Source: an optimization exercise on an open RTL-to-GDS flow (aim: small area, a short achievable clock period and few clock cycles per item). Production flows keep margins and buffers that such runs may drop. RTL that was checked went through simulation tests only; none was proved equivalent to the original. Function not checked in run 1: the RTL went through the layout flow alone. Power and IR drop assume default switching activity.

[config.mk]
export PLATFORM = sky130hd
export DESIGN_NAME = address_region_dispatch_table
export DESIGN_NICKNAME = address_region_dispatch_table
export VERILOG_FILES = /design/flow/design.v
export SDC_FILE = /design/flow/constraint.sdc
export NUM_CORES = 4
export LEC_CHECK = 0
export CAP_MARGIN = 20
export CORE_MARGIN = 2
export CORE_UTILIZATION = 55
export SETUP_SLACK_MARGIN = 3.2
export SLEW_MARGIN = 20
export SYNTH_HIERARCHICAL = 1
export TNS_END_PERCENT = 10
[constraint.sdc]
create_clock -name core_clock -period 6.0 [get_ports {clk}]
set_input_delay 1.2000 -clock core_clock [delete_from_list [all_inputs] [get_ports {clk}]]
set_output_delay 1.2000 -clock core_clock [all_outputs]
set_load 0.01 [all_outputs]
[design.v]
`timescale 1ns / 1ps
`default_nettype none
package ardt_pkg;
	localparam int ENTRIES    = 16;
	localparam int ADDR_WIDTH = 32;
	localparam int TAG_WIDTH  = 16;
	localparam int SLOT_W     = 4;
	localparam logic [1:0] OP_REGISTER   = 2'd0;
	localparam logic [1:0] OP_UNREGISTER = 2'd1;
	localparam logic [1:0] OP_DISPATCH   = 2'd2;
	localparam logic [1:0] STAT_OK       = 2'd0;
	localparam logic [1:0] STAT_MISS     = 2'd1;
	localparam logic [1:0] STAT_ZERO_LEN = 2'd2;
	localparam logic [1:0] STAT_FULL     = 2'd3;
endpackage
`default_nettype wire
`timescale 1ns / 1ps
`default_nettype none
module ardt_ge (
	input  logic [31:0] a,
	input  logic [31:0] nb,
	output logic        ge
);
	always_comb begin
		logic [31:0] g, p;
		g = a & nb;
		p = a | nb;
		for (int w = 1; w < 32; w = w * 2) begin
			for (int i = 0; i < 32; i++) begin
				if ((i % (2 * w)) == (2 * w - 1)) begin
					g[i] = g[i] | (p[i] & g[i - w]);
					p[i] = p[i] & p[i - w];
				end
			end
		end
		ge = g[31] | p[31];
	end
endmodule
module ardt_range_cmp (
	input  logic [31:0] addr,
	input  logic [31:0] nbase,
	input  logic [31:0] nlim,
	input  logic        wrap,
	output logic        hit
);
	logic ge_base;
	logic ge_end;
	ardt_ge u_ge_base (.a(addr), .nb(nbase), .ge(ge_base));
	ardt_ge u_ge_end  (.a(addr), .nb(nlim),  .ge(ge_end));
	assign hit = wrap ? (ge_base | !ge_end) : (ge_base & !ge_end);
endmodule
module ardt_gp (
	input  logic gh,
	input  logic ph,
	input  logic gl,
	input  logic pl,
	output logic g,
	output logic p
);
	assign g = gh | (ph & gl);
	assign p = ph & pl;
endmodule
module ardt_g (
	input  logic gh,
	input  logic ph,
	input  logic gl,
	output logic g
);
	assign g = gh | (ph & gl);
endmodule
module ardt_add32 (
	input  logic [31:0] a,
	input  logic [31:0] b,
	output logic [31:0] s,
	output logic        co
);
	logic [31:0] g [6];
	logic [31:0] t [6];
	assign g[0] = a & b;
	assign t[0] = a | b;
	for (genvar l = 0; l < 5; l++) begin : g_lvl
		localparam int W = 1 << l;
		for (genvar i = 0; i < 32; i++) begin : g_bit
			if (i < W) begin : g_pass
				assign g[l+1][i] = g[l][i];
				assign t[l+1][i] = t[l][i];
			end else if (i < 2 * W) begin : g_last
				ardt_g u_g (.gh(g[l][i]), .ph(t[l][i]), .gl(g[l][i-W]), .g(g[l+1][i]));
				assign t[l+1][i] = 1'b0;
			end else begin : g_node
				ardt_gp u_gp (.gh(g[l][i]), .ph(t[l][i]), .gl(g[l][i-W]), .pl(t[l][i-W]),
					.g(g[l+1][i]), .p(t[l+1][i]));
			end
		end
	end
	assign s  = a ^ b ^ {g[5][30:0], 1'b0};
	assign co = g[5][31];
endmodule
`default_nettype wire
`timescale 1ns / 1ps
`default_nettype none
module ardt_slot_mem (
	input  logic             clk,
	input  logic [15:0]      wr_sel,
	input  logic [31:0]      wr_nbase,
	input  logic [31:0]      wr_nlim,
	input  logic             wr_wrap,
	input  logic [15:0]      wr_tag,
	output logic [16*32-1:0] nbase_o,
	output logic [16*32-1:0] nlim_o,
	output logic [15:0]      wrap_o,
	output logic [16*16-1:0] tag_o
);
	logic [31:0] nbase_q [16];
	logic [31:0] nlim_q  [16];
	logic        wrap_q  [16];
	logic [15:0] tag_q   [16];
	always_ff @(posedge clk) begin
		for (int i = 0; i < 16; i++) begin
			if (wr_sel[i]) begin
				nbase_q[i] <= wr_nbase;
				nlim_q[i]  <= wr_nlim;
				wrap_q[i]  <= wr_wrap;
				tag_q[i]   <= wr_tag;
			end
		end
	end
	always_comb begin
		for (int i = 0; i < 16; i++) begin
			nbase_o[i*32 +: 32] = nbase_q[i];
			nlim_o[i*32 +: 32]  = nlim_q[i];
			wrap_o[i]           = wrap_q[i];
			tag_o[i*16 +: 16]   = tag_q[i];
		end
	end
endmodule
`default_nettype wire
`timescale 1ns / 1ps
`default_nettype none
module ardt_ctrl (
	input  logic        clk,
	input  logic        arst_n,
	input  logic        accept,
	output logic        req_ready,
	input  logic        push,
	input  logic [21:0] push_data,
	output logic        rsp_valid,
	input  logic        rsp_ready,
	output logic [21:0] rsp_data
);
	logic [21:0] ent0_q, ent1_q, ent2_q;
	logic [2:0]  occ_q;      
	logic [1:0]  cnt_q;
	logic        ready_q;
	logic        pop;
	logic [1:0]  cnt_d;
	assign pop       = occ_q[0] && rsp_ready;
	assign rsp_valid = occ_q[0];
	assign rsp_data  = ent0_q;
	assign req_ready = ready_q;
	always_comb begin
		cnt_d = cnt_q;
		if (accept && !pop) cnt_d = cnt_q + 2'd1;
		else if (!accept && pop) cnt_d = cnt_q - 2'd1;
	end
	always_ff @(posedge clk or negedge arst_n) begin
		if (!arst_n) begin
			occ_q   <= '0;
			cnt_q   <= '0;
			ready_q <= 1'b0;
		end else begin
			cnt_q   <= cnt_d;
			ready_q <= (cnt_d != 2'd3);
			if (pop && !push)      occ_q <= {1'b0, occ_q[2:1]};
			else if (push && !pop) occ_q <= {occ_q[1:0], 1'b1};
		end
	end
	always_ff @(posedge clk) begin
		if (pop) begin
			ent0_q <= (push && !occ_q[1]) ? push_data : ent1_q;
			ent1_q <= (push && occ_q[1] && !occ_q[2]) ? push_data : ent2_q;
			if (push && occ_q[2]) ent2_q <= push_data;
		end else if (push) begin
			if (!occ_q[0])                ent0_q <= push_data;
			if (occ_q[0] && !occ_q[1])    ent1_q <= push_data;
			if (occ_q[1] && !occ_q[2])    ent2_q <= push_data;
		end
	end
endmodule
`default_nettype wire
`timescale 1ns / 1ps
`default_nettype none
module address_region_dispatch_table (
	input  logic        clk,
	input  logic        arst_n,
	input  logic        req_valid,
	output logic        req_ready,
	input  logic [1:0]  req_opcode,
	input  logic [31:0] req_address,
	input  logic [31:0] req_length,
	input  logic [15:0] req_handler_tag,
	input  logic [3:0]  req_ticket,
	output logic        rsp_valid,
	input  logic        rsp_ready,
	output logic [1:0]  rsp_status,
	output logic [3:0]  rsp_ticket_out,
	output logic [15:0] rsp_tag_out
);
	logic accept;
	assign accept = req_valid && req_ready;
	logic [15:0]      valid_q;
	logic [15:0]      wr_sel;
	logic [16*32-1:0] nbase_a;
	logic [16*32-1:0] nlim_a;
	logic [15:0]      wrap_a;
	logic [16*16-1:0] tag_a;
	logic [31:0]      wr_lim;
	logic             wr_wrap;
	ardt_add32 u_add (.a(req_address), .b(req_length), .s(wr_lim), .co(wr_wrap));
	ardt_slot_mem u_slot_mem (
		.clk      (clk),
		.wr_sel   (wr_sel),
		.wr_nbase (~req_address),
		.wr_nlim  (~wr_lim),
		.wr_wrap  (wr_wrap),
		.wr_tag   (req_handler_tag),
		.nbase_o  (nbase_a),
		.nlim_o   (nlim_a),
		.wrap_o   (wrap_a),
		.tag_o    (tag_a)
	);
	logic        is_reg, is_unreg, is_disp, len_zero;
	logic [15:0] hit;
	logic [15:0] free_first;
	logic [15:0] tk_dec;
	logic [15:0] cand;
	logic [1:0]  st_none;
	assign is_reg   = (req_opcode == ardt_pkg::OP_REGISTER);
	assign is_unreg = (req_opcode == ardt_pkg::OP_UNREGISTER);
	assign is_disp  = (req_opcode == ardt_pkg::OP_DISPATCH);
	assign len_zero = (req_length == 32'd0);
	for (genvar i = 0; i < 16; i++) begin : g_cmp
		logic h;
		ardt_range_cmp u_cmp (
			.addr  (req_address),
			.nbase (nbase_a[i*32 +: 32]),
			.nlim  (nlim_a[i*32 +: 32]),
			.wrap  (wrap_a[i]),
			.hit   (h)
		);
		assign hit[i] = h && valid_q[i];
	end
	always_comb begin
		for (int i = 0; i < 16; i++) begin
			free_first[i] = !valid_q[i];
			for (int j = 0; j < i; j++) if (!valid_q[j]) free_first[i] = 1'b0;
			tk_dec[i] = (req_ticket == 4'(i));
		end
	end
	assign wr_sel = free_first;
	always_comb begin
		if (is_disp)                    cand = hit;
		else if (is_reg && !len_zero)   cand = ~valid_q;
		else if (is_unreg)              cand = tk_dec & valid_q;
		else                            cand = 16'd0;
	end
	always_comb begin
		if (is_reg) st_none = len_zero ? ardt_pkg::STAT_ZERO_LEN : ardt_pkg::STAT_FULL;
		else        st_none = ardt_pkg::STAT_MISS;
	end
	always_ff @(posedge clk or negedge arst_n) begin
		if (!arst_n) begin
			valid_q <= '0;
		end else if (accept) begin
			if (is_reg && !len_zero) valid_q <= valid_q | free_first;
			else if (is_unreg)       valid_q <= valid_q & ~tk_dec;
		end
	end
	logic        s_v;
	logic [15:0] s_cand;
	logic [1:0]  s_st;
	logic        s_unreg;
	logic [3:0]  s_tk;
	always_ff @(posedge clk or negedge arst_n) begin
		if (!arst_n) s_v <= 1'b0;
		else         s_v <= accept;
	end
	always_ff @(posedge clk) begin
		s_cand  <= cand;
		s_st    <= st_none;
		s_unreg <= is_unreg;
		s_tk    <= req_ticket;
	end
	logic [15:0] pick;
	logic [3:0]  pick_idx;
	logic [15:0] pick_tag;
	logic [21:0] res;
	always_comb begin
		pick_idx = 4'd0;
		pick_tag = 16'd0;
		for (int i = 0; i < 16; i++) begin
			pick[i] = s_cand[i];
			for (int j = 0; j < i; j++) if (s_cand[j]) pick[i] = 1'b0;
			if (pick[i]) pick_idx = pick_idx | 4'(i);
			pick_tag = pick_tag | ({16{pick[i]}} & tag_a[i*16 +: 16]);
		end
	end
	assign res[21:20] = (s_cand != 16'd0) ? ardt_pkg::STAT_OK : s_st;
	assign res[19:16] = s_unreg ? s_tk : pick_idx;
	assign res[15:0]  = pick_tag;
	logic [21:0] rsp_data;
	ardt_ctrl u_ctrl (
		.clk       (clk),
		.arst_n    (arst_n),
		.accept    (accept),
		.req_ready (req_ready),
		.push      (s_v),
		.push_data (res),
		.rsp_valid (rsp_valid),
		.rsp_ready (rsp_ready),
		.rsp_data  (rsp_data)
	);
	assign rsp_status     = rsp_data[21:20];
	assign rsp_ticket_out = rsp_data[19:16];
	assign rsp_tag_out    = rsp_data[15:0];
endmodule
`default_nettype wire
[run.sh]
#!/bin/bash
# synth_recipe.tcl (not shown) runs the flow's synth.tcl, then flattens the netlist and writes it again
# the make line also repeats each setting of config.mk as NAME=value (left out here)
make -C /OpenROAD-flow-scripts/flow DESIGN_CONFIG=/design/flow/config.mk WORK_HOME=/design/flow/orfs CLKGATE_MAP_FILE= SYNTH_SCRIPT=/design/flow/synth_recipe.tcl finish
==> results.txt, run 1 <==
* Status: no timing/DRC/antenna violations
* Combinational share of power at 0.208
* Critical path class: in2reg
* Multi-input logic area at roughly 0.023 mm^2
* Maxcap violations at 0
* Post-synthesis cell type count at 80
* Crit-path leading delay family: buffers and inverters
* NetSw at 8.43 mW
* Die X at between 300 and 400 um
* GP Congestion at 0.929
* H-tree levels at 4
* Sequential share of power at 0.470
* Final TNS setup at 0 ps
* Area Growth Syn to Fin at 17.4%
* Period minus WS final at 3270 ps
* Post-Synthesis Cells at around 4700
* Synth area leader: edfxtp_1
* Io pins at around 110
* Drt wl/cell at 31.7 um
* Power per cell area at about 370 mW/mm^2
* Sequential Area at 0.0420 mm^2
* Vias in the first global route at 43700
* Most frequent cell after synthesis: edfxtp_1
* Number of diodes at 0
* Post-synthesis net count at 4855
* Vias after detailed routing at 47400
* WL final at 213000 um
* Fin. Hold Viols at 0
* EDFF count, synth at ~1400
* Clk latency of the worst-skew pair at 800 ps
* Sw Share at 0.297
* Slowest cell delay on critical path at 790 ps
* Worst EP required at about 6400 ps
* Share of the synthesized area in the top cell type at 0.628
* Placed Cells at 6376
* Vias per inst at 7.03
* Drt first pass iters at 8
* Initial drt markers at just under 6000
* #FFs+latches synth at 1408
* Largest net degree at the start of global routing at between 70 and 80
* Ys Warns at 19
* CP cell instances: clkdlybuf4s50_1 > inv_1 > ha_1 > inv_1 > and2_1 > and2_4 > and2_1 > and2_1 > a21o_1 > xor2_1 > inv_1
* Worst Path Max Fanout at 16
* Clock power share at 0.322
* Cts hold-fix bufs at 0
* Routed Antenna Nets at 0
* CTS tree: done
* Die ar. at 0.121 mm^2
* Die height at approximately 350 um
* Synth Flop Type: edfxtp_1
* Total track usage at 0.325
* Grt ovf at 0
* Static Leak at 25.4 nW
* RSZ-0062 raised after global routing: yes
* F_max at 306 MHz
* First-pass GRT wire length at 287000 um
* Critical Path AT at 3700 ps
* Slew margin rel. at 0.250
* Clock Sinks at 1408
* Clock tree buffer depth at 3
* Final setup violation count at 0
* DP Wirelength at 128000 um
* Final Max Slew Viols at 0
* Sequential area share after synthesis at 0.644
* Actual slew at the worst max-slew pin at 1120 ps
* Layout Nets at 5233
* Startpoint class of the critical path: input pin
* Crit path buf inv count at 4
* Inserted Clock Buffers at 150
* DRC errors left at 0
* Clock Pin Slew Worst Setup and Hold Paths at 60 ps
* Layout cells sized above 1 at 0.168
* VDD IR max at 0.301 mV
* CP Capture Type: flip-flop
* Async SR Flop Fraction at 0.0163
* Final clock skew at ~23 ps
* Clock root buffer master: clkbuf_16
* FP Rows at 126
* CP max stage cell: inv_1
* Post-Syn Area at 0.0651 mm^2
* Synth area leaders: edfxtp_1 (63%), a22oi_1 (2.3%), o22a_1 (2.2%)
* Number of I/O port buffers at 113
* Hold crit path type: reg2reg
* Syn avg cell area at 13.9 um^2
* Post-synth top cells: edfxtp_1 (1362), a21oi_1 (245), a31oi_1 (227), inv_1 (199), nor2_1 (198)
* Area of the core at 0.118 mm^2
* Period Utilization, post-route at 0.545
* Fillers at 8699
* Hold_ws at about 540 ps
* Fin cells at ~6700
* Initial antenna violation count at 2
* Initial Util at 0.553
* Internal Power at between 15 and 20 mW
* Final Util at 0.650
## flip-flops by register name, indices dropped and copies added (netlist names)
register / flops
s_cand: 16
u_slot_mem.nbase_q: 512
u_slot_mem.tag_q: 256
u_ctrl.occ_q: 3
u_ctrl.ready_q: 1
s_unreg: 1
s_tk: 4
valid_q: 16
u_slot_mem.nlim_q: 512
u_ctrl.ent0_q: 22
u_slot_mem.wrap_q: 16
s_v: 1
s_st: 2
u_ctrl.ent1_q: 22
u_ctrl.cnt_q: 2
u_ctrl.ent2_q: 22
## through the flow
| step | cell area (um^2) | power (mW) | worst slack [ps] |
|---|---|---|---|
| finish | 76500 | 28.4 | 2730 |
| detailed placement | 68700 | 18.9 | 1440 |
| floorplan | 65300 | 16.4 | 2280 |
| global placement | 68700 | 18.8 | 1440 |
| global route | 76500 | 29.3 | 2720 |
| CTS | 74500 | 28.1 | 2730 |
## modules after synthesis (local to each module, per instance)
module	cells inside	copies in the design
ardt_ge	69	32
ardt_ctrl	151	1
ardt_range_cmp	2	16
ardt_slot_mem	1312	1
ardt_add32	187	1
address_region_dispatch_table	584	1
ardt_gp	2	98
ardt_g	1	31
## layer usage
| layer | track usage | vias up | part of all wire | wire (um) |
|---|---|---|---|---|
| li1 | - | 20600 | - | - |
| met1 | 0.422 | 23800 | 0.39 | 83500 |
| met2 | 0.532 | 2456 | 0.47 | 99300 |
| met3 | 0.0478 | 514 | 0.086 | 18400 |
| met4 | 0.170 | 0 | 0.057 | 12300 |
| met5 | 0 | - | 0 | 0 |
## power groups by stage
stage	Sequential [mW]	Clock, mW	Combinational, mW
2_1_floorplan	13.4	0	3.02
3_3_place_gp	13.5	0	5.32
3_5_place_dp	13.5	0	5.38
4_1_cts	13.3	9.23	5.57
5_1_grt	13.5	9.64	6.22
6_report	13.3	9.15	5.89
## cells by family (layout without fill, tap and decap cells)
family	Yosys count	after routing	synth area share
compound gates	2122	2122	0.240
xor+xnor	34	34	0.00457
fa+ha+maj	112	112	0.0206
buf+inv	262	764	0.0165
flops	1408	1408	0.644
mux	47	47	0.00922
simple gates	716	717	0.0654
## cell usage in the layout, fill, tap and decap left out, types with 31 or more instances in the layout
| cell | instances |
|---|---|
| o21ai_1 | 63 |
| edfxtp_1 | 1362 |
| and2_1 | 131 |
| a22o_1 | 74 |
| buf_4 | 73 |
| a22oi_1 | 195 |
| o22ai_1 | 117 |
| inv_1 | 185 |
| a211oi_1 | 160 |
| or2_1 | 64 |
| clkbuf_16 | 181 |
| o211ai_1 | 132 |
| o221ai_1 | 76 |
| maj3_2 | 48 |
| a21oi_1 | 240 |
| clkinv_1 | 38 |
| o31a_1 | 32 |
| o21bai_1 | 31 |
| o21ai_0 | 112 |
| buf_12 | 36 |
| nand3_1 | 43 |
| a31oi_1 | 225 |
| o21a_1 | 31 |
| clkbuf_1 | 32 |
| a21o_1 | 126 |
| o31ai_1 | 34 |
| nor2_1 | 188 |
| o22a_2 | 64 |
| nor3_1 | 41 |
| nor4_1 | 38 |
| or2_2 | 34 |
| nor4_4 | 34 |
| o22a_1 | 163 |
| o221a_2 | 32 |
| nand2_1 | 53 |
| clkdlybuf4s50_1 | 59 |
| ha_1 | 63 |
## area by class of cell
type / count / area share
flip-flops and latches: 1408 / 0.548
multi-input cells: 3032 / 0.300
well taps: 1536 / 0.0251
clock buffers: 189 / 0.0522
repair inverters: 1 / 0.0000654
repair buffers: 286 / 0.0534
clock inverters: 88 / 0.0107
inverters: 200 / 0.0105
## path summary, 6_finish.rpt
| check | from | end | depth (start not counted) | slack (ps) |
|---|---|---|---|---|
| setup / recovery | req_length[16] | u_slot_mem.nlim_q[4][18]$_DFFE_PP_ | 11 | 2730 |
| hold / removal | u_ctrl.cnt_q[1]$_DFF_PN0_ | u_ctrl.cnt_q[1]$_DFF_PN0_ | 1 | 540 |
| setup reg to reg | valid_q[1]$_DFFE_PN0P_ | u_slot_mem.nbase_q[12][28]$_DFFE_PP_ | 5 | 2740 |
| hold reg to reg | u_ctrl.cnt_q[1]$_DFF_PN0_ | u_ctrl.cnt_q[1]$_DFF_PN0_ | 1 | 540 |
| max in group asynchronous | arst_n | valid_q[1]$_DFFE_PN0P_ | 2 | 4820 |
| min in group asynchronous | arst_n | u_ctrl.occ_q[0]$_DFFE_PN0P_ | 2 | 850 |
## worst reg2reg max path: stages (launching register included)
cell	delay, ps
dfrtp_2	560
and4_4	310
nand3_4	140
or4_4	570
nor2_4	820
buf_12	410
## what timing repair did
| action | in CTS | in global routing |
|---|---|---|
| gates resized for setup | 164 | 218 |
| buffers inserted | 20 | 28 |
| pin swaps | 13 | 49 |
| gates cloned | 5 | 34 |
| endpoints found under the setup margin | 1010 | 897 |
==> run 2, diff against run 1 <==
--- a/design.v
+++ b/design.v
@@ -250,17 +250,23 @@
 		);
 		assign hit[i] = h && valid_q[i];
 	end
+	logic [15:0] free_next;
+	logic [15:0] below;
+	logic        tk_below;
 	always_comb begin
 		for (int i = 0; i < 16; i++) begin
-			free_first[i] = !valid_q[i];
-			for (int j = 0; j < i; j++) if (!valid_q[j]) free_first[i] = 1'b0;
+			free_next[i] = !valid_q[i] && !free_first[i];
+			for (int j = 0; j < i; j++) if (!valid_q[j] && !free_first[j]) free_next[i] = 1'b0;
+			below[i] = 1'b1;
+			for (int j = 0; j <= i; j++) if (free_first[j]) below[i] = 1'b0;
 			tk_dec[i] = (req_ticket == 4'(i));
 		end
 	end
-	assign wr_sel = free_first;
+	assign tk_below = |(tk_dec & below);
+	assign wr_sel   = free_first;
 	always_comb begin
 		if (is_disp)                    cand = hit;
-		else if (is_reg && !len_zero)   cand = ~valid_q;
+		else if (is_reg && !len_zero)   cand = free_first;
 		else if (is_unreg)              cand = tk_dec & valid_q;
 		else                            cand = 16'd0;
 	end
@@ -270,10 +276,16 @@
 	end
 	always_ff @(posedge clk or negedge arst_n) begin
 		if (!arst_n) begin
-			valid_q <= '0;
+			valid_q    <= '0;
+			free_first <= 16'd1;
 		end else if (accept) begin
-			if (is_reg && !len_zero) valid_q <= valid_q | free_first;
-			else if (is_unreg)       valid_q <= valid_q & ~tk_dec;
+			if (is_reg && !len_zero) begin
+				valid_q    <= valid_q | free_first;
+				free_first <= free_next;
+			end else if (is_unreg) begin
+				valid_q <= valid_q & ~tk_dec;
+				if (tk_below) free_first <= tk_dec;
+			end
 		end
 	end
 	logic        s_v;
--- a/config.mk
+++ b/config.mk
@@ -7,8 +7,11 @@
 export LEC_CHECK = 0
 export CAP_MARGIN = 20
 export CORE_MARGIN = 2
-export CORE_UTILIZATION = 55
-export SETUP_SLACK_MARGIN = 3.2
+export CORE_UTILIZATION = 60
+export CTS_BUF_LIST = sky130_fd_sc_hd__clkbuf_16
+export CTS_CLUSTER_DIAMETER = 60
+export CTS_CLUSTER_SIZE = 20
+export SETUP_SLACK_MARGIN = 3.3
 export SLEW_MARGIN = 20
 export SYNTH_HIERARCHICAL = 1
 export TNS_END_PERCENT = 10
==> run 2 against run 1 <==
Still clean on timing, DRC and antenna. Critical path depth is the same. Sequential power grew 5%. Sequential cell count grew 16. First-iteration DRC count grew 27%. Utilization grew 8.9 points. Final cell count grew 2.3%. Register-to-register slack gained 530 ps. Global-route usage grew 2.5 points. Count of clock-buffer cells in the layout shrank 80. Largest cell class unchanged.
==> results.txt, run 2 <==
* EDFF count, synth at between 1000 and 1500
* Most common cell after layout, fill and taps aside: edfxtp_1
* #FFs+latches synth at 1424
* Worst EP required at 6660 ps
* GP Congestion at 0.926
* Share of the synthesized area in the top cell type at 0.618
* Clock Pin Slew Worst Setup and Hold Paths at 80 ps
* Vias per inst at 7.35
* Synth Flop Type: edfxtp_1
* Clock Sinks at about 1400
* VDD IR max at 0.250 mV
* Io pins at 114
* Die height at 336 um
* Startpoint class of the critical path: input pin
* Power per cell area at 349 mW/mm^2
* Maxcap violations at 0
* Most frequent cell after synthesis: edfxtp_1
* Synth area leaders: edfxtp_1 (62%), a22oi_1 (2.5%), a21oi_1 (2.2%)
* Die X at ~340 um
* Routed Antenna Nets at 0
* Area after DPL at 0.0694 mm^2
* Placed Cells at about 6400
* Syn avg cell area at 13.7 um^2
* Initial antenna violation count at 4
* Fin cells at 6897
* Fin. Hold Viols at 0
* Post-Syn Area at 0.0662 mm^2
* Area of the core at between 0.1 and 0.15 mm^2
* Grt ovf at 0
* Post-synthesis net count at 4986
* First-pass GRT wire length at between 200000 and 300000 um
* Commonest cells after routing, fill and taps aside: edfxtp_1 (1362), a21oi_1 (284), nor2_1 (232), a31oi_1 (223), a22oi_1 (211)
* Area Growth Syn to Fin at 21.7%
* WL final at approximately 220000 um
* Post-synthesis cell type count at ~80
* Post-synth top cells: edfxtp_1 (1362), a21oi_1 (285), nor2_1 (244), a31oi_1 (225), a22oi_1 (224)
* Inserted Clock Buffers at ~110
* Actual slew at the worst max-slew pin at 974 ps
* DRC errors left at 0
* Layout cells sized above 1 at 0.240
* Post-Synthesis Cells at 4832
* Ys Warns at 19
* Clock root buffer master: clkbuf_16
* Vias in the first global route at 45300
* Final TNS setup at 0 ps
* RSZ-0062 raised after global routing: yes
* Final worst setup slack at around 3000 ps
* Critical Path AT at about 3600 ps
* Period Utilization, post-route at 0.491
* Final setup violation count at 0
* CTS tree: done
* F_max at 339 MHz
* Layout Nets at 5484
* Vias after detailed routing at 50700
* Sequential area share after synthesis at 0.639
* Drt wl/cell at about 33 um
* Critical path class: in2reg
* Number of I/O port buffers at ~110
* Static Leak at 27.2 nW
* DP Wirelength at between 100000 and 150000 um
* Clock tree buffer depth at 3
* Final Max Slew Viols at 0
* Die ar. at 0.113 mm^2
* FP Rows at 121
* Drt first pass iters at 6
* Slew margin rel. at 0.351
* Fillers at 6829
* Period minus WS final at between 2000 and 3000 ps
* Worst Path Max Fanout at 8
* Synth area leader: edfxtp_1
* H-tree levels at 3
* Status: no timing/DRC/antenna violations
* Cts hold-fix bufs at 0
* Fin area at between 0.08 and 0.09 mm^2
* Total track usage at 0.350
* Setup WS pre-CTS at 1350 ps
* CP Capture Type: flip-flop
* Hold_ws at 530 ps
* Final clock skew at roughly 33 ps
* Initial Util at 0.607
* Initial drt markers at roughly 7500
* Clk latency of the worst-skew pair at 710 ps
* Async SR Flop Fraction at 0.0274
* Largest net degree at the start of global routing at 86
* Hold crit path type: reg2reg
* Biggest regs: u_slot_mem.nbase_q (512), u_slot_mem.nlim_q (512), u_slot_mem.tag_q (256)
## run 2: stage by stage
step	util	total power, mW
CTS	0.704	27.4
global placement	0.636	19.2
detailed placement	0.636	19.4
global route	0.739	29.0
floorplan	-	17.0
finish	0.739	28.2
## run 2: cell families (layout without fill, tap and decap cells)
logic type	after synthesis	count (layout)	synth area share
compound gates	2173	2173	0.240
xor+xnor	34	34	0.00450
fa+ha+maj	112	112	0.0203
buf+inv	270	857	0.0180
flops	1424	1424	0.639
mux	62	62	0.0119
other cells	0	1	0
simple gates	757	758	0.0659
## run 2: Yosys stat by module (local to each module, per instance)
| module | cell area, um^2 | cells | flip-flops and latches |
|---|---|---|---|
| ardt_ctrl | 2960 | 151 | 72 |
| ardt_ge | 495 | 69 | 0 |
| ardt_slot_mem | 39000 | 1312 | 1296 |
| ardt_gp | 13.8 | 2 | 0 |
| ardt_range_cmp | 15.0 | 2 | 0 |
| ardt_add32 | 1410 | 187 | 0 |
| ardt_g | 7.51 | 1 | 0 |
| address_region_dispatch_table | 5150 | 715 | 56 |
## run 2: final cells by class
| class | instances | area (um^2) | share of cell area |
|---|---|---|---|
| Sequential cell | 1424 | 42400 | 0.526 |
| Multi-Input combinational cell | 3139 | 24600 | 0.305 |
| Timing Repair Buffer | 470 | 7390 | 0.0917 |
| Clock buffer | 109 | 2730 | 0.0338 |
| Tap cell | 1476 | 1850 | 0.0229 |
| Clock inverter | 91 | 905 | 0.0112 |
| Inverter | 186 | 795 | 0.00985 |
| Timing Repair inverter | 1 | 7.51 | 0.0000931 |
| Antenna cell | 1 | 2.50 | 0.0000310 |
## run 2: worst max-delay path, stage by stage
cell	delay, ps
buf_16	140
buf_16	160
o22a_1	200
o21ai_2	150
o21bai_1	140
a311oi_1	630
nand3_1	330
inv_1	160
maj3_2	230
a22o_1	140
a22o_1	110
## run 2: report_power, final
group | total [mW] | switching [mW] | internal [mW]
clock | 7.54 | 3.84 | 3.69
combinational | 6.73 | 4.11 | 2.61
sequential | 13.9 | 0.932 | 13.0
## run 2: repair_timing
action                     CTS  global route
gates resized for setup    485           336
buffers inserted            77            91
pin swaps                   91           136
setup endpoints to repair  640           531
cloned                      38            70
## run 2: worst paths after layout
kind | end | startpoint | slack, ps | cells after the start
max | s_cand[8]$_DFF_P_ | req_address[19] | 3050 | 11
min | u_ctrl.cnt_q[1]$_DFF_PN0_ | u_ctrl.cnt_q[1]$_DFF_PN0_ | 530 | 1
max reg2reg | u_ctrl.ent0_q[16]$_DFFE_PP_ | s_cand[6]$_DFF_P_ | 3270 | 8
min reg2reg | u_ctrl.cnt_q[1]$_DFF_PN0_ | u_ctrl.cnt_q[1]$_DFF_PN0_ | 530 | 1
max in group asynchronous | free_first[2]$_DFFE_PN0P_ | arst_n | 4630 | 1
min in group asynchronous | u_ctrl.occ_q[0]$_DFFE_PN0P_ | arst_n | 640 | 1
## run 2: layer usage
metal	vias up	track usage	part of all wire
met4	4	0.184	0.067
li1	21300	-	-
met3	676	0.0456	0.12
met5	-	0	0.00014
met2	3621	0.571	0.46
met1	25100	0.460	0.36
Testbench counts of run 2, summed over its fixed seeds: cycles 16,016, items 16,000.
==> run 3, diff against run 2 <==
==> flow/run.sh (new file) <==
#!/bin/bash
# Standard layout, except that after the standard synthesis the delay cells
# (clkdlybuf4s*, dlygate*, dlymetal*) are added to the don't-use list, so the
# resizer does not pick them as port or repair buffers. Synthesis itself is
# the standard one, run unchanged. Each step's full output goes to its own
# log file in this folder.
set -uo pipefail
DU_BASE="sky130_fd_sc_hd__probe_p_8 sky130_fd_sc_hd__probec_p_8 sky130_fd_sc_hd__lpflow_bleeder_1 sky130_fd_sc_hd__lpflow_clkbufkapwr_1 sky130_fd_sc_hd__lpflow_clkbufkapwr_16 sky130_fd_sc_hd__lpflow_clkbufkapwr_2 sky130_fd_sc_hd__lpflow_clkbufkapwr_4 sky130_fd_sc_hd__lpflow_clkbufkapwr_8 sky130_fd_sc_hd__lpflow_clkinvkapwr_1 sky130_fd_sc_hd__lpflow_clkinvkapwr_16 sky130_fd_sc_hd__lpflow_clkinvkapwr_2 sky130_fd_sc_hd__lpflow_clkinvkapwr_4 sky130_fd_sc_hd__lpflow_clkinvkapwr_8 sky130_fd_sc_hd__lpflow_decapkapwr_12 sky130_fd_sc_hd__lpflow_decapkapwr_3 sky130_fd_sc_hd__lpflow_decapkapwr_4 sky130_fd_sc_hd__lpflow_decapkapwr_6 sky130_fd_sc_hd__lpflow_decapkapwr_8 sky130_fd_sc_hd__lpflow_inputiso0n_1 sky130_fd_sc_hd__lpflow_inputiso0p_1 sky130_fd_sc_hd__lpflow_inputiso1n_1 sky130_fd_sc_hd__lpflow_inputiso1p_1 sky130_fd_sc_hd__lpflow_inputisolatch_1 sky130_fd_sc_hd__lpflow_isobufsrc_1 sky130_fd_sc_hd__lpflow_isobufsrc_16 sky130_fd_sc_hd__lpflow_isobufsrc_2 sky130_fd_sc_hd__lpflow_isobufsrc_4 sky130_fd_sc_hd__lpflow_isobufsrc_8 sky130_fd_sc_hd__lpflow_isobufsrckapwr_16 sky130_fd_sc_hd__lpflow_lsbuf_lh_hl_isowell_tap_1 sky130_fd_sc_hd__lpflow_lsbuf_lh_hl_isowell_tap_2 sky130_fd_sc_hd__lpflow_lsbuf_lh_hl_isowell_tap_4 sky130_fd_sc_hd__lpflow_lsbuf_lh_isowell_4 sky130_fd_sc_hd__lpflow_lsbuf_lh_isowell_tap_1 sky130_fd_sc_hd__lpflow_lsbuf_lh_isowell_tap_2 sky130_fd_sc_hd__lpflow_lsbuf_lh_isowell_tap_4 "
DU_DELAY="sky130_fd_sc_hd__clkdlybuf4s15_1 sky130_fd_sc_hd__clkdlybuf4s15_2 sky130_fd_sc_hd__clkdlybuf4s18_1 sky130_fd_sc_hd__clkdlybuf4s18_2 sky130_fd_sc_hd__clkdlybuf4s25_1 sky130_fd_sc_hd__clkdlybuf4s25_2 sky130_fd_sc_hd__clkdlybuf4s50_1 sky130_fd_sc_hd__clkdlybuf4s50_2 sky130_fd_sc_hd__dlygate4sd1_1 sky130_fd_sc_hd__dlygate4sd2_1 sky130_fd_sc_hd__dlygate4sd3_1 sky130_fd_sc_hd__dlymetal6s2s_1 sky130_fd_sc_hd__dlymetal6s4s_1 sky130_fd_sc_hd__dlymetal6s6s_1"
bash standard.sh synth > synth.log 2>&1 || { tail -50 synth.log; exit 1; }
bash standard.sh "DONT_USE_CELLS=$DU_BASE $DU_DELAY" finish > layout.log 2>&1 || { tail -50 layout.log; exit 1; }
test -f out/final.def || { echo "no final.def"; exit 1; }
==> standard.sh (new file) <==
#!/bin/bash
# synth_recipe.tcl (not shown) runs the flow's synth.tcl, then flattens the netlist and writes it again
# the make line also repeats each setting of config.mk as NAME=value (left out here)
make -C /OpenROAD-flow-scripts/flow DESIGN_CONFIG=/design/flow/config.mk WORK_HOME=/design/flow/orfs CLKGATE_MAP_FILE= SYNTH_SCRIPT=/design/flow/synth_recipe.tcl "${@:-finish}"
removed: run.sh
==> run 3 against run 2 <==
First-iteration DRC count decreased by 14%. Final cell count decreased by 0.88%. Combinational power decreased by 11%. Largest cell class unchanged.
==> results.txt, run 3 <==
* Actual slew at the worst max-slew pin at 1140 ps
* Vias after detailed routing at approximately 50000
* Fin. Hold Viols at 0
* Critical path class: in2reg
* Share of the synthesized area in the top cell type at 0.618
* Fin area at between 0.07 and 0.08 mm^2
* First-pass GRT wire length at 309000 um
* Synth area leader: edfxtp_1
* CP Capture Type: flip-flop
* Final setup violation count at 0
* Post-synthesis cell type count at 78
* Inserted Clock Buffers at 114
* Ys Warns at 19
* Post-Synthesis Cells at around 4800
* Worst Path Max Fanout at 7
* CTS tree: done
* GP Congestion at between 0.9 and 1
* Final Max Slew Viols at 0
* Final clock skew at 31.4 ps
* Routed Antenna Nets at 0
* Placed Cells at 6441
* Area of the core at 0.109 mm^2
* Syn avg cell area at 13.7 um^2
* H-tree levels at 3
* Worst EP required at between 6000 and 7000 ps
* Clock tree buffer depth at 3
* Vias per inst at 7.21
* EDFF count, synth at 1362
* FP Rows at 121
* DP Wirelength at 126000 um
* Post-synthesis net count at 4986
* Layout Nets at 5414
* Fin cells at 6836
* Io pins at 114
* F_max at 350 MHz
* Synth area leaders: edfxtp_1 (62%), a22oi_1 (2.5%), a21oi_1 (2.2%)
* Clock Sinks at 1424
* Largest net degree at the start of global routing at 66
* RSZ-0062 raised after global routing: yes
* Static Leak at approximately 26 nW
* Area after DPL at 0.0688 mm^2
* Initial Util at 0.607
* Async SR Flop Fraction at 0.0274
* WL final at 218000 um
* Period minus WS final at about 2900 ps
* Post-synth top cells: edfxtp_1 (1362), a21oi_1 (285), nor2_1 (244), a31oi_1 (225), a22oi_1 (224)
* DRC errors left at 0
* Layout cells sized above 1 at 0.199
* Grt ovf at 0
* Initial antenna violation count at 3
* Initial drt markers at 6386
* Slew margin rel. at 0.237
* Vias in the first global route at 46700
* Hold crit path type: in2async
* Maxcap violations at 0
* Status: no timing/DRC/antenna violations
* VDD IR max at 0.272 mV
* Commonest cells after routing, fill and taps aside: edfxtp_1 (1362), a21oi_1 (284), nor2_1 (242), a31oi_1 (225), a22oi_1 (217)
* Drt wl/cell at 31.8 um
* Most common cell after layout, fill and taps aside: edfxtp_1
* Drt first pass iters at 5
* Period Utilization, post-route at 0.476
* Power per cell area at 364 mW/mm^2
* Hold_ws at 520 ps
* Synth Flop Type: edfxtp_1
* Clock root buffer master: clkbuf_16
* #FFs+latches synth at 1424
* Clk latency of the worst-skew pair at 740 ps
* Area Growth Syn to Fin at 17.1%
* Clock Pin Slew Worst Setup and Hold Paths at 70 ps
* Die height at ~340 um
* Die ar. at 0.113 mm^2
* Most frequent cell after synthesis: edfxtp_1
* Biggest regs: u_slot_mem.nbase_q (512), u_slot_mem.nlim_q (512), u_slot_mem.tag_q (256)
* Critical Path AT at 3470 ps
* Sequential area share after synthesis at 0.639
* Die X at 336 um
* Total track usage at 0.378
* Post-Syn Area at approximately 0.066 mm^2
* Startpoint class of the critical path: input pin
* Final TNS setup at 0 ps
* Number of I/O port buffers at 113
## run 3: cell counts after synthesis
No cell type changed its count.
## run 3: repair_timing
item | in CTS | in global routing
setup endpoints to repair | 581 | 487
setup buffers | 89 | 20
resized for setup | 453 | 72
gates cloned | 61 | 8
pin swaps | 130 | 30
hold buffers | 0 | 0
## run 3: per-layer routing
metal | wire [um] | vias to the layer above | track usage
met3 | 22800 | 560 | 0.0757
met1 | 82300 | 24800 | 0.502
met4 | 13100 | 2 | 0.203
met2 | 99400 | 2853 | 0.589
met5 | 11 | - | 0
li1 | - | 21100 | -
## run 3: where the power goes
group          total, mW  switching, mW  internal [mW]
Combinational       5.98           3.86           2.12
Sequential          14.0           1.06           13.0
Clock               8.23           3.94           4.29
## run 3: final cells by class
class,count,area (um^2)
timing repair inverter,1,6.26
fill,7277,31600
timing repair buffer,394,4520
clock inverter,97,1190
inverter,186,769
multi-input combinational,3139,23900
sequential,1424,42400
tap,1476,1850
clock buffer,117,2930
antenna,2,5.00
## run 3: worst paths after layout
check | end | slack (ps) | from | cells past startpoint
max | s_cand[13]$_DFF_P_ | 3140 | req_address[29] | 10
min | u_ctrl.occ_q[0]$_DFFE_PN0P_ | 520 | arst_n | 1
max reg2reg | free_first[10]$_DFFE_PN0P_ | 3190 | free_first[10]$_DFFE_PN0P_ | 7
min reg2reg | u_ctrl.cnt_q[1]$_DFF_PN0_ | 520 | u_ctrl.cnt_q[1]$_DFF_PN0_ | 1
max in group asynchronous | free_first[5]$_DFFE_PN0P_ | 4190 | arst_n | 2
min in group core_clock | u_ctrl.cnt_q[1]$_DFF_PN0_ | 520 | u_ctrl.cnt_q[1]$_DFF_PN0_ | 1
## run 3: kinds of logic (layout without fill, tap and decap cells)
| group | Yosys count | count (layout) | share of synthesized area |
|---|---|---|---|
| buf+inv | 270 | 795 | 0.0180 |
| compound gates | 2173 | 2173 | 0.240 |
| other cells | 0 | 2 | 0 |
| simple gates | 757 | 758 | 0.0659 |
| flops | 1424 | 1424 | 0.639 |
| mux | 62 | 62 | 0.0119 |
| xor+xnor | 34 | 34 | 0.00450 |
| fa+ha+maj | 112 | 112 | 0.0203 |
## run 3: stage by stage
stage / power [mW] / setup slack, ps / utilization
6_report: 28.3 / 3140 / 0.711
5_1_grt: 29.1 / 3110 / 0.711
4_1_cts: 28.0 / 3120 / 0.706
3_5_place_dp: 19.3 / 1420 / 0.631
3_3_place_gp: 19.2 / 1450 / 0.631
2_1_floorplan: 17.0 / 2900 / -
## run 3: Yosys stat by module (local to each module, per instance)
module,copies in the design,flops+latches,cell area (um^2)
address_region_dispatch_table,1,56,5150
ardt_add32,1,0,1410
ardt_ctrl,1,72,2960
ardt_g,31,0,7.51
ardt_ge,32,0,495
ardt_gp,98,0,13.8
ardt_range_cmp,16,0,15.0
ardt_slot_mem,1,1296,39000
## run 3: worst max-delay path, cell delays in order
cell and delay (ps):
clkbuf_16 170, bufbuf_16 300, o21ai_1 260, a211oi_1 120
a311oi_2 410, nand3_2 270, maj3_2 380, a32o_1 200
nand2_1 60, o21ai_0 70
==> run 4, diff against run 3 <==
--- a/design.v
+++ b/design.v
@@ -49,51 +49,87 @@
 	ardt_ge u_ge_end  (.a(addr), .nb(nlim),  .ge(ge_end));
 	assign hit = wrap ? (ge_base | !ge_end) : (ge_base & !ge_end);
 endmodule
-module ardt_gp (
+module ardt_gpi (
 	input  logic gh,
 	input  logic ph,
 	input  logic gl,
 	input  logic pl,
-	output logic g,
-	output logic p
+	output logic gn,
+	output logic pn
 );
-	assign g = gh | (ph & gl);
-	assign p = ph & pl;
+	assign gn = ~(gh | (ph & gl));
+	assign pn = ~(ph & pl);
 endmodule
-module ardt_g (
+module ardt_gi (
 	input  logic gh,
 	input  logic ph,
 	input  logic gl,
+	output logic gn
+);
+	assign gn = ~(gh | (ph & gl));
+endmodule
+module ardt_gpn (
+	input  logic ghn,
+	input  logic phn,
+	input  logic gln,
+	input  logic pln,
+	output logic g,
+	output logic p
+);
+	assign g = ~(ghn & (phn | gln));
+	assign p = ~(phn | pln);
+endmodule
+module ardt_gn (
+	input  logic ghn,
+	input  logic phn,
+	input  logic gln,
 	output logic g
 );
-	assign g = gh | (ph & gl);
+	assign g = ~(ghn & (phn | gln));
+endmodule
+module ardt_add_leaf (
+	input  logic [31:0] a,
+	input  logic [31:0] b,
+	output logic [31:0] gn,
+	output logic [31:0] tn
+);
+	assign gn = ~(a & b);
+	assign tn = ~(a | b);
 endmodule
 module ardt_add32 (
 	input  logic [31:0] a,
 	input  logic [31:0] b,
-	output logic [31:0] s,
+	output logic [31:0] ns,
 	output logic        co
 );
 	logic [31:0] g [6];
 	logic [31:0] t [6];
-	assign g[0] = a & b;
-	assign t[0] = a | b;
+	ardt_add_leaf u_leaf (.a(a), .b(b), .gn(g[0]), .tn(t[0]));
 	for (genvar l = 0; l < 5; l++) begin : g_lvl
 		localparam int W = 1 << l;
 		for (genvar i = 0; i < 32; i++) begin : g_bit
 			if (i < W) begin : g_pass
-				assign g[l+1][i] = g[l][i];
-				assign t[l+1][i] = t[l][i];
+				assign g[l+1][i] = ~g[l][i];
+				assign t[l+1][i] = 1'b0;
 			end else if (i < 2 * W) begin : g_last
-				ardt_g u_g (.gh(g[l][i]), .ph(t[l][i]), .gl(g[l][i-W]), .g(g[l+1][i]));
+				if (l % 2 == 1) begin : g_p
+					ardt_gi u_g (.gh(g[l][i]), .ph(t[l][i]), .gl(g[l][i-W]), .gn(g[l+1][i]));
+				end else begin : g_n
+					ardt_gn u_g (.ghn(g[l][i]), .phn(t[l][i]), .gln(g[l][i-W]), .g(g[l+1][i]));
+				end
 				assign t[l+1][i] = 1'b0;
 			end else begin : g_node
-				ardt_gp u_gp (.gh(g[l][i]), .ph(t[l][i]), .gl(g[l][i-W]), .pl(t[l][i-W]),
-					.g(g[l+1][i]), .p(t[l+1][i]));
+				if (l % 2 == 1) begin : g_p
+					ardt_gpi u_gp (.gh(g[l][i]), .ph(t[l][i]), .gl(g[l][i-W]), .pl(t[l][i-W]),
+						.gn(g[l+1][i]), .pn(t[l+1][i]));
+				end else begin : g_n
+					ardt_gpn u_gp (.ghn(g[l][i]), .phn(t[l][i]), .gln(g[l][i-W]), .pln(t[l][i-W]),
+						.g(g[l+1][i]), .p(t[l+1][i]));
+				end
 			end
 		end
 	end
-	assign s  = a ^ b ^ {g[5][30:0], 1'b0};
+	assign ns = ~(a ^ b ^ {g[5][30:0], 1'b0});
 	assign co = g[5][31];
 endmodule
 `default_nettype wire
@@ -214,14 +250,14 @@
 	logic [16*32-1:0] nlim_a;
 	logic [15:0]      wrap_a;
 	logic [16*16-1:0] tag_a;
-	logic [31:0]      wr_lim;
+	logic [31:0]      wr_nlim;
 	logic             wr_wrap;
-	ardt_add32 u_add (.a(req_address), .b(req_length), .s(wr_lim), .co(wr_wrap));
+	ardt_add32 u_add (.a(req_address), .b(req_length), .ns(wr_nlim), .co(wr_wrap));
 	ardt_slot_mem u_slot_mem (
 		.clk      (clk),
 		.wr_sel   (wr_sel),
 		.wr_nbase (~req_address),
-		.wr_nlim  (~wr_lim),
+		.wr_nlim  (wr_nlim),
 		.wr_wrap  (wr_wrap),
 		.wr_tag   (req_handler_tag),
 		.nbase_o  (nbase_a),
==> flow/run.sh (replaced) <==
#!/bin/bash
# Standard layout, except that after the standard synthesis the delay cells
# (clkdlybuf4s*, dlygate*, dlymetal*) are added to the don't-use list, so the
# resizer does not pick them as port or repair buffers. Synthesis itself is
# the standard one, run unchanged. Each step's full output goes to its own
# log file in this folder. Clock tree synthesis runs with the usual clusters
# of up to 20 flip-flops per clkbuf_16 but without dummy loads.
set -uo pipefail
DU_BASE="sky130_fd_sc_hd__probe_p_8 sky130_fd_sc_hd__probec_p_8 sky130_fd_sc_hd__lpflow_bleeder_1 sky130_fd_sc_hd__lpflow_clkbufkapwr_1 sky130_fd_sc_hd__lpflow_clkbufkapwr_16 sky130_fd_sc_hd__lpflow_clkbufkapwr_2 sky130_fd_sc_hd__lpflow_clkbufkapwr_4 sky130_fd_sc_hd__lpflow_clkbufkapwr_8 sky130_fd_sc_hd__lpflow_clkinvkapwr_1 sky130_fd_sc_hd__lpflow_clkinvkapwr_16 sky130_fd_sc_hd__lpflow_clkinvkapwr_2 sky130_fd_sc_hd__lpflow_clkinvkapwr_4 sky130_fd_sc_hd__lpflow_clkinvkapwr_8 sky130_fd_sc_hd__lpflow_decapkapwr_12 sky130_fd_sc_hd__lpflow_decapkapwr_3 sky130_fd_sc_hd__lpflow_decapkapwr_4 sky130_fd_sc_hd__lpflow_decapkapwr_6 sky130_fd_sc_hd__lpflow_decapkapwr_8 sky130_fd_sc_hd__lpflow_inputiso0n_1 sky130_fd_sc_hd__lpflow_inputiso0p_1 sky130_fd_sc_hd__lpflow_inputiso1n_1 sky130_fd_sc_hd__lpflow_inputiso1p_1 sky130_fd_sc_hd__lpflow_inputisolatch_1 sky130_fd_sc_hd__lpflow_isobufsrc_1 sky130_fd_sc_hd__lpflow_isobufsrc_16 sky130_fd_sc_hd__lpflow_isobufsrc_2 sky130_fd_sc_hd__lpflow_isobufsrc_4 sky130_fd_sc_hd__lpflow_isobufsrc_8 sky130_fd_sc_hd__lpflow_isobufsrckapwr_16 sky130_fd_sc_hd__lpflow_lsbuf_lh_hl_isowell_tap_1 sky130_fd_sc_hd__lpflow_lsbuf_lh_hl_isowell_tap_2 sky130_fd_sc_hd__lpflow_lsbuf_lh_hl_isowell_tap_4 sky130_fd_sc_hd__lpflow_lsbuf_lh_isowell_4 sky130_fd_sc_hd__lpflow_lsbuf_lh_isowell_tap_1 sky130_fd_sc_hd__lpflow_lsbuf_lh_isowell_tap_2 sky130_fd_sc_hd__lpflow_lsbuf_lh_isowell_tap_4 "
DU_DELAY="sky130_fd_sc_hd__clkdlybuf4s15_1 sky130_fd_sc_hd__clkdlybuf4s15_2 sky130_fd_sc_hd__clkdlybuf4s18_1 sky130_fd_sc_hd__clkdlybuf4s18_2 sky130_fd_sc_hd__clkdlybuf4s25_1 sky130_fd_sc_hd__clkdlybuf4s25_2 sky130_fd_sc_hd__clkdlybuf4s50_1 sky130_fd_sc_hd__clkdlybuf4s50_2 sky130_fd_sc_hd__dlygate4sd1_1 sky130_fd_sc_hd__dlygate4sd2_1 sky130_fd_sc_hd__dlygate4sd3_1 sky130_fd_sc_hd__dlymetal6s2s_1 sky130_fd_sc_hd__dlymetal6s4s_1 sky130_fd_sc_hd__dlymetal6s6s_1"
bash standard.sh synth > synth.log 2>&1 || { tail -50 synth.log; exit 1; }
CTS="-sink_clustering_enable -repair_clock_nets -sink_clustering_size 20 -sink_clustering_max_diameter 60 -buf_list sky130_fd_sc_hd__clkbuf_16 -dont_use_dummy_load"
bash standard.sh "DONT_USE_CELLS=$DU_BASE $DU_DELAY" "CTS_ARGS=$CTS" finish > layout.log 2>&1 || { tail -50 layout.log; exit 1; }
test -f out/final.def || { echo "no final.def"; exit 1; }
--- a/config.mk
+++ b/config.mk
@@ -8,10 +8,7 @@
 export CAP_MARGIN = 20
 export CORE_MARGIN = 2
 export CORE_UTILIZATION = 60
-export CTS_BUF_LIST = sky130_fd_sc_hd__clkbuf_16
-export CTS_CLUSTER_DIAMETER = 60
-export CTS_CLUSTER_SIZE = 20
-export SETUP_SLACK_MARGIN = 3.3
+export SETUP_SLACK_MARGIN = 3.2
 export SLEW_MARGIN = 20
 export SYNTH_HIERARCHICAL = 1
 export TNS_END_PERCENT = 10
==> run 4 against run 3 <==
Die area fell by 1.4%. Combinational power fell by 3%. Non-clock buffer count fell by 53. Hold slack improved by 14 ps. Cell area fell by 4.4%. Largest power group unchanged. Synthesized cell count fell by 4.0%. Register-to-register slack got worse by 210 ps. Final cell count fell by 5.8%. Setup slack got worse by 170 ps. Utilization fell by 2.7 points. Clock skew rose by 41 ps. Sequential power barely moved. Still clean on timing, DRC and antenna.
==> results.txt, run 4 <==
* Sw Share at 0.306
* R2r setup slk at 2980 ps
* Vias per inst at 7.44
* Clock Pin Slew Worst Setup and Hold Paths at 70 ps
* Area of the core at 0.108 mm^2
* Area Growth Syn to Fin at 13.6%
* Initial antenna violation count at 2
* Most common cell after layout, fill and taps aside: edfxtp_1
* Final setup violation count at 0
* Post-Syn Area at 0.0653 mm^2
* Clock power share at 0.249
* Grt ovf at 0
* Critical Path AT at 3660 ps
* Critical path class: reg2reg
* Static Leak at 23.8 nW
* Setup WS pre-CTS at 1490 ps
* Clk latency of the worst-skew pair at between 700 and 800 ps
* F_max at about 330 MHz
* Layout Nets at 5115
* Actual slew at the worst max-slew pin at 1180 ps
* Sequential share of power at 0.531
* Hold_ws at around 530 ps
* Vias after detailed routing at 47900
* Startpoint class of the critical path: flip-flop
* Initial Util at 0.602
* Combinational share of power at 0.220
* Layout cells sized above 1 at 0.196
* Post-Synthesis Cells at 4637
* Die X at 334 um
* Drt first pass iters at 7
* Clock root buffer master: clkbuf_16
* Slew margin rel. at 0.213
* DP Wirelength at about 130000 um
* Worst EP required at 6640 ps
* DRC errors left at 0
* Post-synthesis net count at 4728
* Drt wl/cell at between 30 and 40 um
* Final Util at 0.684
* Fin. Hold Viols at 0
* Die ar. at 0.111 mm^2
* FP Rows at 121
* Die height at 334 um
* H-tree levels at 3
* Worst Path Max Fanout at 27
* RSZ-0062 raised after global routing: yes
* CP Capture Type: flip-flop
* Biggest regs: u_slot_mem.nbase_q (512), u_slot_mem.nlim_q (512), u_slot_mem.tag_q (256)
* Clock tree buffer depth at 3
* Number of I/O port buffers at 113
* Period minus WS final at 3020 ps
* Final Max Slew Viols at 0
* GP Congestion at 0.927
* Vias in the first global route at 44300
* Total track usage at 0.375
* NetSw at 8.08 mW
* CTS tree: done
* Syn avg cell area at 14.1 um^2
* Final TNS setup at 0 ps
* Hold crit path type: reg2reg
* WL final at 215000 um
* Final worst setup slack at approximately 3000 ps
* Final clock skew at 72.5 ps
* Status: no timing/DRC/antenna violations
* Power per cell area at ~360 mW/mm^2
* VDD IR max at 0.294 mV
* Io pins at between 100 and 150
* Internal Power at between 15 and 20 mW
* Period Utilization, post-route at 0.504
* Largest net degree at the start of global routing at 68
* First-pass GRT wire length at 303000 um
* Initial drt markers at 6755
* Commonest cells after routing, fill and taps aside: edfxtp_1 (1362), nor2_1 (299), a22oi_1 (257), a21oi_1 (254), a31oi_1 (224)
* Clock Sinks at around 1400
* Worst hold start: u_ctrl.ent2_q[15]$_DFFE_PP_
* Ys Warns at 19
* Maxcap violations at 0
* Inserted Clock Buffers at 115
* Critical Path Source: free_first[3]$_DFFE_PN0P_
* Routed Antenna Nets at 0
* Worst reg2reg startpoint: free_first[3]$_DFFE_PN0P_
run 4: cell count changes in the layout (fill, tap and decap cells not counted), moves of 55 or more:
cell	previous run	this run
nor2_1	242	299
ha_1	60	1
a21o_1	125	4
and2_1	112	34
a21oi_2	0	55
inv_1	166	63
run 4: timing repair:
action                                  CTS  global route
pin swaps                                66             2
buffers inserted                         66             9
endpoints found under the setup margin  583           388
hold buffers                              0             0
resized for setup                       386            38
gates cloned                             36             0
run 4: metrics by stage:
stage | area (um^2) | instances | power, mW
after global routing | 74100 | 6437 | 27.2
after CTS | 73900 | 6427 | 26.2
after detailed placement | 68000 | 6210 | 19.3
after global placement | 68000 | 6209 | 19.1
after floorplan | 65300 | 4637 | 16.9
final | 74100 | 6440 | 26.4
run 4: cell type report:
type	instances	area, um^2
Sequential cell	1424	42400
Fill cell	7457	34300
Multi-Input combinational cell	3079	23200
Timing Repair Buffer	341	3600
Clock buffer	115	2880
Tap cell	1414	1770
Inverter	63	236
Antenna cell	4	10.0
run 4: final timing paths:
path	to	cells past startpoint
hold reg to reg	u_ctrl.ent1_q[15]$_DFFE_PP_	1
min in group asynchronous	u_ctrl.occ_q[1]$_DFFE_PN0P_	1
hold / removal	u_ctrl.ent1_q[15]$_DFFE_PP_	1
max in group asynchronous	free_first[10]$_DFFE_PN0P_	1
setup / recovery	free_first[11]$_DFFE_PN0P_	5
setup reg to reg	free_first[11]$_DFFE_PN0P_	5
run 4: layer usage:
metal	vias to the layer above	track usage	share of wire
li1	20500	-	-
met1	24000	0.528	0.38
met2	2952	0.585	0.45
met3	478	0.0555	0.11
met4	0	0.168	0.054
met5	-	0	0
run 4: critical path, cell delays in order (launching register included):
cell and delay (ps):
dfrtp_4 820, o22ai_1 250, or4_1 580, or4_1 550, o41ai_1 520, mux2_1 220
run 4: power groups by stage:
| stage | sequential (mW) | clock [mW] | combinational [mW] |
|---|---|---|---|
| after floorplan | 14.1 | 0 | 2.77 |
| after global placement | 14.3 | 0 | 4.83 |
| after detailed placement | 14.4 | 0 | 4.89 |
| after CTS | 14.0 | 6.60 | 5.54 |
| after global routing | 14.1 | 6.94 | 6.12 |
| final | 14.0 | 6.58 | 5.80 |
Testbench counts of run 4, summed over its fixed seeds: cycles 16,016, items 16,000.
==> run 5, diff against run 4 <==
--- a/design.v
+++ b/design.v
@@ -41,13 +41,14 @@
 	input  logic [31:0] nbase,
 	input  logic [31:0] nlim,
 	input  logic        wrap,
+	input  logic        en,
 	output logic        hit
 );
 	logic ge_base;
 	logic ge_end;
 	ardt_ge u_ge_base (.a(addr), .nb(nbase), .ge(ge_base));
 	ardt_ge u_ge_end  (.a(addr), .nb(nlim),  .ge(ge_end));
-	assign hit = wrap ? (ge_base | !ge_end) : (ge_base & !ge_end);
+	assign hit = en && (wrap ? (ge_base | !ge_end) : (ge_base & !ge_end));
 endmodule
 module ardt_gpi (
 	input  logic gh,
@@ -282,9 +283,10 @@
 			.nbase (nbase_a[i*32 +: 32]),
 			.nlim  (nlim_a[i*32 +: 32]),
 			.wrap  (wrap_a[i]),
+			.en    (is_disp && valid_q[i]),
 			.hit   (h)
 		);
-		assign hit[i] = h && valid_q[i];
+		assign hit[i] = h;
 	end
 	logic [15:0] free_next;
 	logic [15:0] below;
@@ -298,13 +300,12 @@
 			tk_dec[i] = (req_ticket == 4'(i));
 		end
 	end
-	assign tk_below = |(tk_dec & below);
+	assign tk_below = below[req_ticket];
 	assign wr_sel   = free_first;
 	always_comb begin
-		if (is_disp)                    cand = hit;
-		else if (is_reg && !len_zero)   cand = free_first;
-		else if (is_unreg)              cand = tk_dec & valid_q;
-		else                            cand = 16'd0;
+		if (is_reg && !len_zero)   cand = free_first;
+		else if (is_unreg)         cand = tk_dec & valid_q;
+		else                       cand = hit;
 	end
 	always_comb begin
 		if (is_reg) st_none = len_zero ? ardt_pkg::STAT_ZERO_LEN : ardt_pkg::STAT_FULL;
--- a/config.mk
+++ b/config.mk
@@ -7,8 +7,8 @@
 export LEC_CHECK = 0
 export CAP_MARGIN = 20
 export CORE_MARGIN = 2
-export CORE_UTILIZATION = 60
+export CORE_UTILIZATION = 70
 export SETUP_SLACK_MARGIN = 3.2
 export SLEW_MARGIN = 20
 export SYNTH_HIERARCHICAL = 1
-export TNS_END_PERCENT = 10
+export TNS_END_PERCENT = 100
==> run 5 against run 4 <==
Utilization up 12 points. Setup slack better by 110 ps. Highest routed layer is now met5. Die area is 14% lower. Final cell count fell by 1.6%. Hold slack got worse by 3.8 ps. Clock power decreased by 6.5%. Register-to-register slack improved by 250 ps. Sequential cell count did not move. Still clean on timing, DRC and antenna. Cell area grew 0.58%.
==> results.txt, run 5 <==
* Grt ovf at 0
* RSZ-0062 raised after global routing: yes
* Worst EP required at 6570 ps
* Layout cells sized above 1 at 0.210
* Layout Nets at 5170
* Number of I/O port buffers at 113
* Post-Synthesis Cells at approximately 4700
* Slew margin rel. at 0.192
* FP Rows at 112
* H-tree levels at 3
* M1 GR Usage at 0.560
* Hold crit path type: reg2reg
* Drt first pass iters at 8
* Vias per inst at slightly below 8
* Area after DPL at 0.0680 mm^2
* Post-Syn Area at between 0.06 and 0.07 mm^2
* Clock tree buffer depth at 3
* Area Growth Syn to Fin at 13.9%
* Final clock skew at 57.9 ps
* WL final at 220000 um
* Final TNS setup at 0 ps
* Period Utilization, post-route at 0.485
* Most used cell, CP: o21bai_1
* Maxcap violations at 0
* Power per cell area at 354 mW/mm^2
* Clock root buffer master: clkbuf_16
* DP Wirelength at 125000 um
* Clock Sinks at 1424
* Initial drt markers at 9274
* Startpoint class of the critical path: input pin
* VDD IR max at 0.272 mV
* Ys Warns at 19
* F_max at about 340 MHz
* Die height at between 300 and 400 um
* Final Max Slew Viols at 0
* Io pins at ~110
* Syn avg cell area at 13.9 um^2
* CP Capture Type: flip-flop
* Cts hold-fix bufs at 0
* Static Leak at 23.6 nW
* Routed Antenna Nets at 0
* Die X at just over 300 um
* Initial antenna violation count at 16
* Fin area at between 0.07 and 0.08 mm^2
* Initial Util at 0.704
* DRC errors left at 0
* Crit path buf inv count at 2
* Worst Path Max Fanout at between 50 and 60
* CTS tree: done
* Clk latency of the worst-skew pair at 700 ps
* CP max stage cell: a311oi_4
* Slowest cell delay on critical path at between 400 and 500 ps
* Post-synthesis net count at 4784
* Vias in the first global route at 45700
* Clock Pin Slew Worst Setup and Hold Paths at roughly 80 ps
* Most common cell after layout, fill and taps aside: edfxtp_1
* Largest net degree at the start of global routing at 76
* Vias after detailed routing at 50200
* First-pass GRT wire length at 292000 um
* Final setup violation count at 0
* Critical Path AT at 3480 ps
* Met3 Resource Use GR at 0.122
* Placed Cells at 6107
* Die ar. at 0.0960 mm^2
* Fin cells at 6336
* Biggest regs: u_slot_mem.nbase_q (512), u_slot_mem.nlim_q (512), u_slot_mem.tag_q (256)
* Status: no timing/DRC/antenna violations
* GP Congestion at 0.965
* Total track usage at 0.420
* Period minus WS final at 2910 ps
* Commonest cells after routing, fill and taps aside: edfxtp_1 (1362), nor2_1 (260), a21oi_1 (235), a31oi_1 (235), a22oi_1 (230)
* Area of the core at 0.0930 mm^2
* Drt wl/cell at 34.8 um
* GR peak layer: met2
* Inserted Clock Buffers at around 100
* Crit-path leading delay family: compound AO/OA/AOI/OAI gates
* CP cell instances: clkbuf_16 > buf_8 > o22a_1 > o21ai_4 > o21bai_1 > a311oi_4 > nand3_4 > o21bai_1 > a21boi_1 > a221o_1
* Met2 Use GR at 0.638
* Critical path class: in2reg
* Fin. Hold Viols at 0
* Actual slew at the worst max-slew pin at 1210 ps
run 5: changes by cell type in the layout (fill, tap and decap cells not counted), moves of 20 or more:
cell and delta:
a221o_1 -31, a211oi_1 -28, a22oi_1 -27, o22ai_1 -30, a221oi_1 +26, nor2_1 -39, o22ai_2 +29, nand2_1 +66
nor2_2 +20
run 5: metal layers:
layer / vias to the layer above / wire (um)
li1: 20600 / -
met1: 24400 / 73000
met4: 22 / 15400
met3: 814 / 35500
met5: - / 161
met2: 4353 / 96200
run 5: final cells by class:
cell class,count,area [um^2]
sequential,1424,42400
multi-input combinational,3155,24300
fill,5177,18500
timing repair buffer,343,3540
clock buffer,102,2550
tap,1254,1570
inverter,53,203
antenna,5,12.5
run 5: final timing paths:
kind                                               endpoint  cells past startpoint  slack [ps]                 startpoint
worst max-delay path                     s_cand[14]$_DFF_P_                     10        3090            req_address[18]
worst min-delay path              u_ctrl.cnt_q[1]$_DFF_PN0_                      1         530  u_ctrl.cnt_q[1]$_DFF_PN0_
worst max register to register  u_ctrl.ent0_q[16]$_DFFE_PP_                      7        3230          s_cand[8]$_DFF_P_
worst min register to register    u_ctrl.cnt_q[1]$_DFF_PN0_                      1         530  u_ctrl.cnt_q[1]$_DFF_PN0_
max in group asynchronous         free_first[3]$_DFFE_PN0P_                      1        4670                     arst_n
min in group asynchronous         u_ctrl.cnt_q[1]$_DFF_PN0_                      1         630                     arst_n
run 5: what timing repair did:
item                       in CTS  in global routing
buffers inserted               36                 43
cloned                         13                 30
setup endpoints to repair     568                374
resized for setup             318                238
pin swaps                      48                120
run 5: power by group:
group          internal (mW)  switching (mW)
sequential              13.1            1.27
combinational           2.01            3.87
clock                   2.99            3.16
run 5: stage by stage:
step	total power, mW	setup WS [ps]	hold WS [ps]	utilization
3_3_place_gp	19.2	1530	509	0.731
3_5_place_dp	19.5	1420	515	0.731
2_1_floorplan	17.2	3160	482	-
4_1_cts	25.7	3100	526	0.781
5_1_grt	27.1	3100	566	0.801
6_report	26.4	3090	529	0.801
Testbench counts of run 5, summed over its fixed seeds: cycles 16,016, items 16,000.

re-timing with driven ports:
How much do the figures lean on ideal ports? The routed layouts below were timed once more, with nothing changed but the port constraints.
Step 1 assumes that a clkbuf_16 drives the clock port and a buf_2 every other input.
Step 2 adds t to the input delays and takes it off the output delays; t is the mean of the earliest and latest rising clock arrival at the registers after step 1. Input paths then give back, and output paths get back, about the clock's delay inside the block.
Slacks: ideal / step 1 / step 2; pairs: ideal / step 1.
| run | t, ns | setup WS [ns] | clock arrival spread, ns |
|---|---|---|---|
| run 1 | 0.864 | 2.732 / 2.742 / 1.912 | 0.026 / 0.026 |
| run 2 | 0.773 | 3.052 / 2.862 / 2.089 | 0.042 / 0.042 |
| run 3 | 0.809 | 3.145 / 2.897 / 2.088 | 0.033 / 0.034 |
| run 4 | 0.771 | 2.977 / 2.891 / 2.120 | 0.076 / 0.076 |
| run 5 | 0.754 | 3.088 / 2.849 / 2.095 | 0.076 / 0.076 |
After both steps setup and hold are still met in every run listed. The setup slack of run 3, which loses most, moves by -0.248 ns with the drivers and by -1.057 ns with both steps.
